This design comes from an exercise in tuning for small area, a short achievable clock period and few clock cycles per item on the open sky130 flow, not from production work. Function was checked by simulation only, so behaviour that the tests miss may differ from the original.

==> module polygon_bounds_and_area, before the edit <==
module polygon_bounds_and_area
#(
    parameter int MAX_VERTICES = 4096,
    parameter int COORD_BITS   = 24
)
(
    input  logic         clk,
    input  logic         rst_n,
    input  logic [48:0]  in_data,
    input  logic         in_valid,
    output logic         in_ready,
    output logic [173:0] out_data,
    output logic         out_valid,
    input  logic         out_ready
);
    localparam int W = COORD_BITS;
    localparam logic [12:0] COUNT_MAX = 13'(MAX_VERTICES);
    logic signed [W-1:0] in_x;
    logic signed [W-1:0] in_y;
    logic                in_last;
    assign in_x    = in_data[48:25];
    assign in_y    = in_data[24:1];
    assign in_last = in_data[0];
    logic [1:0]          st_reg;         
    logic                pend_reg;       
    logic [1:0]          pend_n_reg;     
    logic                hold_reg;       
    logic signed [W-1:0] first_x_reg;
    logic signed [W-1:0] first_y_reg;
    logic signed [W-1:0] prev_x_reg;
    logic signed [W-1:0] prev_y_reg;
    logic                m1_valid_reg;
    logic                m1_close_reg;   
    logic                m1_fresh_reg;   
    logic [W:0]          m1_a_reg;
    logic [W:0]          m1_b_reg;
    logic                m2_valid_reg;
    logic                m2_close_reg;
    logic                m2_fresh_reg;
    logic [49:0]         m2_r0_reg;
    logic [49:0]         m2_r1_reg;
    logic                m2_hi50_reg;
    logic                m2_hi51_reg;
    logic signed [W-1:0] m2_x_reg;
    logic signed [W-1:0] m2_y_reg;
    logic [63:0]         acc_reg;
    logic                dir_reg;        
    logic                ovf_reg;
    logic signed [W-1:0] min_x_reg;
    logic signed [W-1:0] min_y_reg;
    logic signed [W-1:0] max_x_reg;
    logic signed [W-1:0] max_y_reg;
    logic [12:0]         cnt_reg;
    logic                out_valid_reg;
    logic                stall;
    logic                take;
    logic                issue_term;
    logic signed [W-1:0] op_x;
    logic signed [W-1:0] op_y;
    logic [49:0]         mul_r0;
    logic [49:0]         mul_r1;
    logic                mul_hi50;
    logic                mul_hi51;
    logic                proc;
    logic [63:0]         base;
    logic                base_ovf;
    logic [64:0]         mac_sum;
    logic                sat_hit;
    logic [63:0]         area_out;
    logic signed [W-1:0] bx_lo;
    logic signed [W-1:0] bx_hi;
    logic signed [W-1:0] by_lo;
    logic signed [W-1:0] by_hi;
    assign stall    = out_valid_reg && !out_ready;
    assign in_ready = !stall && !(pend_reg && pend_n_reg != 2'd3) && !hold_reg;
    assign take     = in_valid && in_ready;
    assign issue_term = take && (st_reg != 2'd0);
    assign op_x       = pend_reg ? first_x_reg : in_x;
    assign op_y       = pend_reg ? first_y_reg : in_y;
    always_ff @(posedge clk or negedge rst_n)
    begin
        if (!rst_n)
        begin
            st_reg       <= 2'd0;
            pend_reg     <= 1'b0;
            hold_reg     <= 1'b0;
            m1_valid_reg <= 1'b0;
            m2_valid_reg <= 1'b0;
        end
        else if (!stall)
        begin
            if (take)
            begin
                st_reg <= in_last ? 2'd0 : ((st_reg == 2'd0) ? 2'd1 : 2'd2);
            end
            pend_reg     <= take && in_last;
            hold_reg     <= pend_reg && (pend_n_reg == 2'd1);
            m1_valid_reg <= pend_reg || issue_term;
            m2_valid_reg <= m1_valid_reg;
        end
    end
    always_ff @(posedge clk)
    begin
        if (!stall)
        begin
            m1_a_reg     <= {op_y[W-1], op_y} + {prev_y_reg[W-1], prev_y_reg};
            m1_b_reg     <= {op_x[W-1], op_x} - {prev_x_reg[W-1], prev_x_reg};
            m1_close_reg <= pend_reg;
            m1_fresh_reg <= pend_reg ? (pend_n_reg == 2'd1) : (st_reg == 2'd1);
        end
        if (take)
        begin
            prev_x_reg <= in_x;
            prev_y_reg <= in_y;
            if (in_last)
            begin
                pend_n_reg <= st_reg + 2'd1;
            end
            if (st_reg == 2'd0)
            begin
                first_x_reg <= in_x;
                first_y_reg <= in_y;
            end
        end
    end
    pba_mul u_mul (
        .a    (m1_a_reg),
        .b    (m1_b_reg),
        .r0   (mul_r0),
        .r1   (mul_r1),
        .hi50 (mul_hi50),
        .hi51 (mul_hi51)
    );
    always_ff @(posedge clk)
    begin
        if (!stall)
        begin
            m2_close_reg <= m1_close_reg;
            m2_fresh_reg <= m1_fresh_reg;
            m2_r0_reg    <= mul_r0;
            m2_r1_reg    <= mul_r1;
            m2_hi50_reg  <= mul_hi50;
            m2_hi51_reg  <= mul_hi51;
            m2_x_reg     <= prev_x_reg;
            m2_y_reg     <= prev_y_reg;
        end
    end
    assign proc     = m2_valid_reg && !stall;
    assign base     = m2_fresh_reg ? 64'd0 : acc_reg;
    assign base_ovf = !m2_fresh_reg && ovf_reg;
    pba_acc u_acc (
        .base (base),
        .r0   (m2_r0_reg),
        .r1   (m2_r1_reg),
        .hi50 (m2_hi50_reg),
        .hi51 (m2_hi51_reg),
        .s    (mac_sum)
    );
    assign sat_hit  = mac_sum[64] != mac_sum[63];
    always_comb
    begin
        bx_lo = m2_fresh_reg ? first_x_reg : min_x_reg;
        bx_hi = m2_fresh_reg ? first_x_reg : max_x_reg;
        by_lo = m2_fresh_reg ? first_y_reg : min_y_reg;
        by_hi = m2_fresh_reg ? first_y_reg : max_y_reg;
    end
    always_ff @(posedge clk or negedge rst_n)
    begin
        if (!rst_n)
        begin
            out_valid_reg <= 1'b0;
        end
        else
        begin
            out_valid_reg <= (proc && m2_close_reg) || stall;
        end
    end
    always_ff @(posedge clk)
    begin
        if (proc)
        begin
            if (!base_ovf)
            begin
                acc_reg <= mac_sum[63:0];
                dir_reg <= mac_sum[64];
            end
            ovf_reg <= base_ovf || sat_hit;
            if (!m2_close_reg || m2_fresh_reg)
            begin
                min_x_reg <= (m2_x_reg < bx_lo) ? m2_x_reg : bx_lo;
                max_x_reg <= (m2_x_reg > bx_hi) ? m2_x_reg : bx_hi;
                min_y_reg <= (m2_y_reg < by_lo) ? m2_y_reg : by_lo;
                max_y_reg <= (m2_y_reg > by_hi) ? m2_y_reg : by_hi;
            end
            if (m2_fresh_reg)
            begin
                cnt_reg <= m2_close_reg ? 13'd1 : 13'd2;
            end
            else if (!m2_close_reg && cnt_reg != COUNT_MAX)
            begin
                cnt_reg <= cnt_reg + 13'd1;
            end
        end
    end
    assign out_valid = out_valid_reg;
    assign area_out  = ovf_reg ? {dir_reg, {63{!dir_reg}}} : acc_reg;
    assign out_data  = {area_out, min_x_reg, min_y_reg, max_x_reg, max_y_reg, cnt_reg, ovf_reg};
endmodule
clock: 10.0 ns
lec_check: 0
abc_area: 1
cap_margin: 20
core_margin: 2
core_utilization: 40
slew_margin: 20
standard.sh (not shown) runs the stock make flow with config.mk's settings and CLKGATE_MAP_FILE= SYNTH_SCRIPT=/design/flow/synth_recipe.tcl, a recipe that flattens the netlist after the stock synthesis.
==> flow/flow/run.sh <==
#!/bin/bash
# The standard layout (standard.sh: standard synthesis, floorplan, place, CTS, route,
# finish), with two settings changed:
#  - port buffers are sky130_fd_sc_hd__buf_1 (the resizer may still upsize them).
# The full make output goes to standard.log in the work folder; ORFS's per-step logs stay
# under orfs/logs.
set -euo pipefail
export SETUP_SLACK_MARGIN=5.6
export BUFFER_PORTS_ARGS="-buffer_cell sky130_fd_sc_hd__buf_1"
bash standard.sh > standard.log 2>&1
Testbench counts at the start, summed over its fixed seeds: cycles 24,380, vertices 24,070.
==> next run, changes <==
--- a/flow/design.v
+++ b/flow/design.v
@@ -2704,7 +2704,6 @@
     logic [1:0]          st_reg;         
     logic                pend_reg;       
     logic [1:0]          pend_n_reg;     
-    logic                hold_reg;       
     logic signed [W-1:0] first_x_reg;
     logic signed [W-1:0] first_y_reg;
     logic signed [W-1:0] prev_x_reg;
@@ -2747,12 +2746,13 @@
     logic [64:0]         mac_sum;
     logic                sat_hit;
     logic [63:0]         area_out;
+    logic                one_vtx;
     logic signed [W-1:0] bx_lo;
     logic signed [W-1:0] bx_hi;
     logic signed [W-1:0] by_lo;
     logic signed [W-1:0] by_hi;
     assign stall    = out_valid_reg && !out_ready;
-    assign in_ready = !stall && !(pend_reg && pend_n_reg != 2'd3) && !hold_reg;
+    assign in_ready = !stall && !(pend_reg && pend_n_reg != 2'd3);
     assign take     = in_valid && in_ready;
     assign issue_term = take && (st_reg != 2'd0);
     assign op_x       = pend_reg ? first_x_reg : in_x;
@@ -2763,7 +2763,6 @@
         begin
             st_reg       <= 2'd0;
             pend_reg     <= 1'b0;
-            hold_reg     <= 1'b0;
             m1_valid_reg <= 1'b0;
             m2_valid_reg <= 1'b0;
         end
@@ -2774,7 +2773,6 @@
                 st_reg <= in_last ? 2'd0 : ((st_reg == 2'd0) ? 2'd1 : 2'd2);
             end
             pend_reg     <= take && in_last;
-            hold_reg     <= pend_reg && (pend_n_reg == 2'd1);
             m1_valid_reg <= pend_reg || issue_term;
             m2_valid_reg <= m1_valid_reg;
         end
@@ -2837,6 +2835,7 @@
         .s    (mac_sum)
     );
     assign sat_hit  = mac_sum[64] != mac_sum[63];
+    assign one_vtx = m2_close_reg && m2_fresh_reg;
     always_comb
     begin
         bx_lo = m2_fresh_reg ? first_x_reg : min_x_reg;
@@ -2867,10 +2866,10 @@
             ovf_reg <= base_ovf || sat_hit;
             if (!m2_close_reg || m2_fresh_reg)
             begin
-                min_x_reg <= (m2_x_reg < bx_lo) ? m2_x_reg : bx_lo;
-                max_x_reg <= (m2_x_reg > bx_hi) ? m2_x_reg : bx_hi;
-                min_y_reg <= (m2_y_reg < by_lo) ? m2_y_reg : by_lo;
-                max_y_reg <= (m2_y_reg > by_hi) ? m2_y_reg : by_hi;
+                min_x_reg <= (one_vtx || m2_x_reg < bx_lo) ? m2_x_reg : bx_lo;
+                max_x_reg <= (one_vtx || m2_x_reg > bx_hi) ? m2_x_reg : bx_hi;
+                min_y_reg <= (one_vtx || m2_y_reg < by_lo) ? m2_y_reg : by_lo;
+                max_y_reg <= (one_vtx || m2_y_reg > by_hi) ? m2_y_reg : by_hi;
             end
             if (m2_fresh_reg)
             begin
After rerunning: The new run completed with no timing, DRC or antenna violations. Via count grows slightly. Global-route usage goes down by 0.25 points. Clock-buffer cell count is higher by 3. Routed wire length rose slightly. Critical path depth went up by 5. Die area hardly moves. First-iteration DRC count rises by roughly a tenth. Fmax decreases slightly. Hold slack gets worse by 12 ps. Sequential cell count is lower by 1.
Testbench counts after the change, summed over its fixed seeds: cycles 24,285, vertices 24,070.

==> what the ideal ports hide <==
How much do the figures lean on ideal ports? The routed layouts below were timed once more, with nothing changed but the port constraints.
Step 1 (the two cells are an assumption about what drives the block):
set clk [get_ports {clk}]
set_driving_cell -lib_cell sky130_fd_sc_hd__clkbuf_16 $clk
set_driving_cell -lib_cell sky130_fd_sc_hd__buf_2 [delete_from_list [all_inputs] $clk]
Step 2, shift: input delay + t, output delay - t, t = (earliest + latest rising clock arrival at the registers) / 2. This alone moves slack from input paths to output paths.
a / b / c = no drivers / after step 1 / after step 2; a / b = the first two.
run | t (ns) | setup WS [ns] | worst hold slack (ns) | cell pins on the clock port's net
the first run | 0.726 | 5.495 / 5.495 / 5.116 | 0.419 / 0.419 / 0.419 | 1
the second run | 0.716 | 5.441 / 5.441 / 5.057 | 0.407 / 0.407 / 0.407 | 1
After both steps setup and hold are still met in every run listed. For the second run, which loses most, drivers alone change the setup slack by 0.000 ns; drivers and shift together by -0.384 ns.
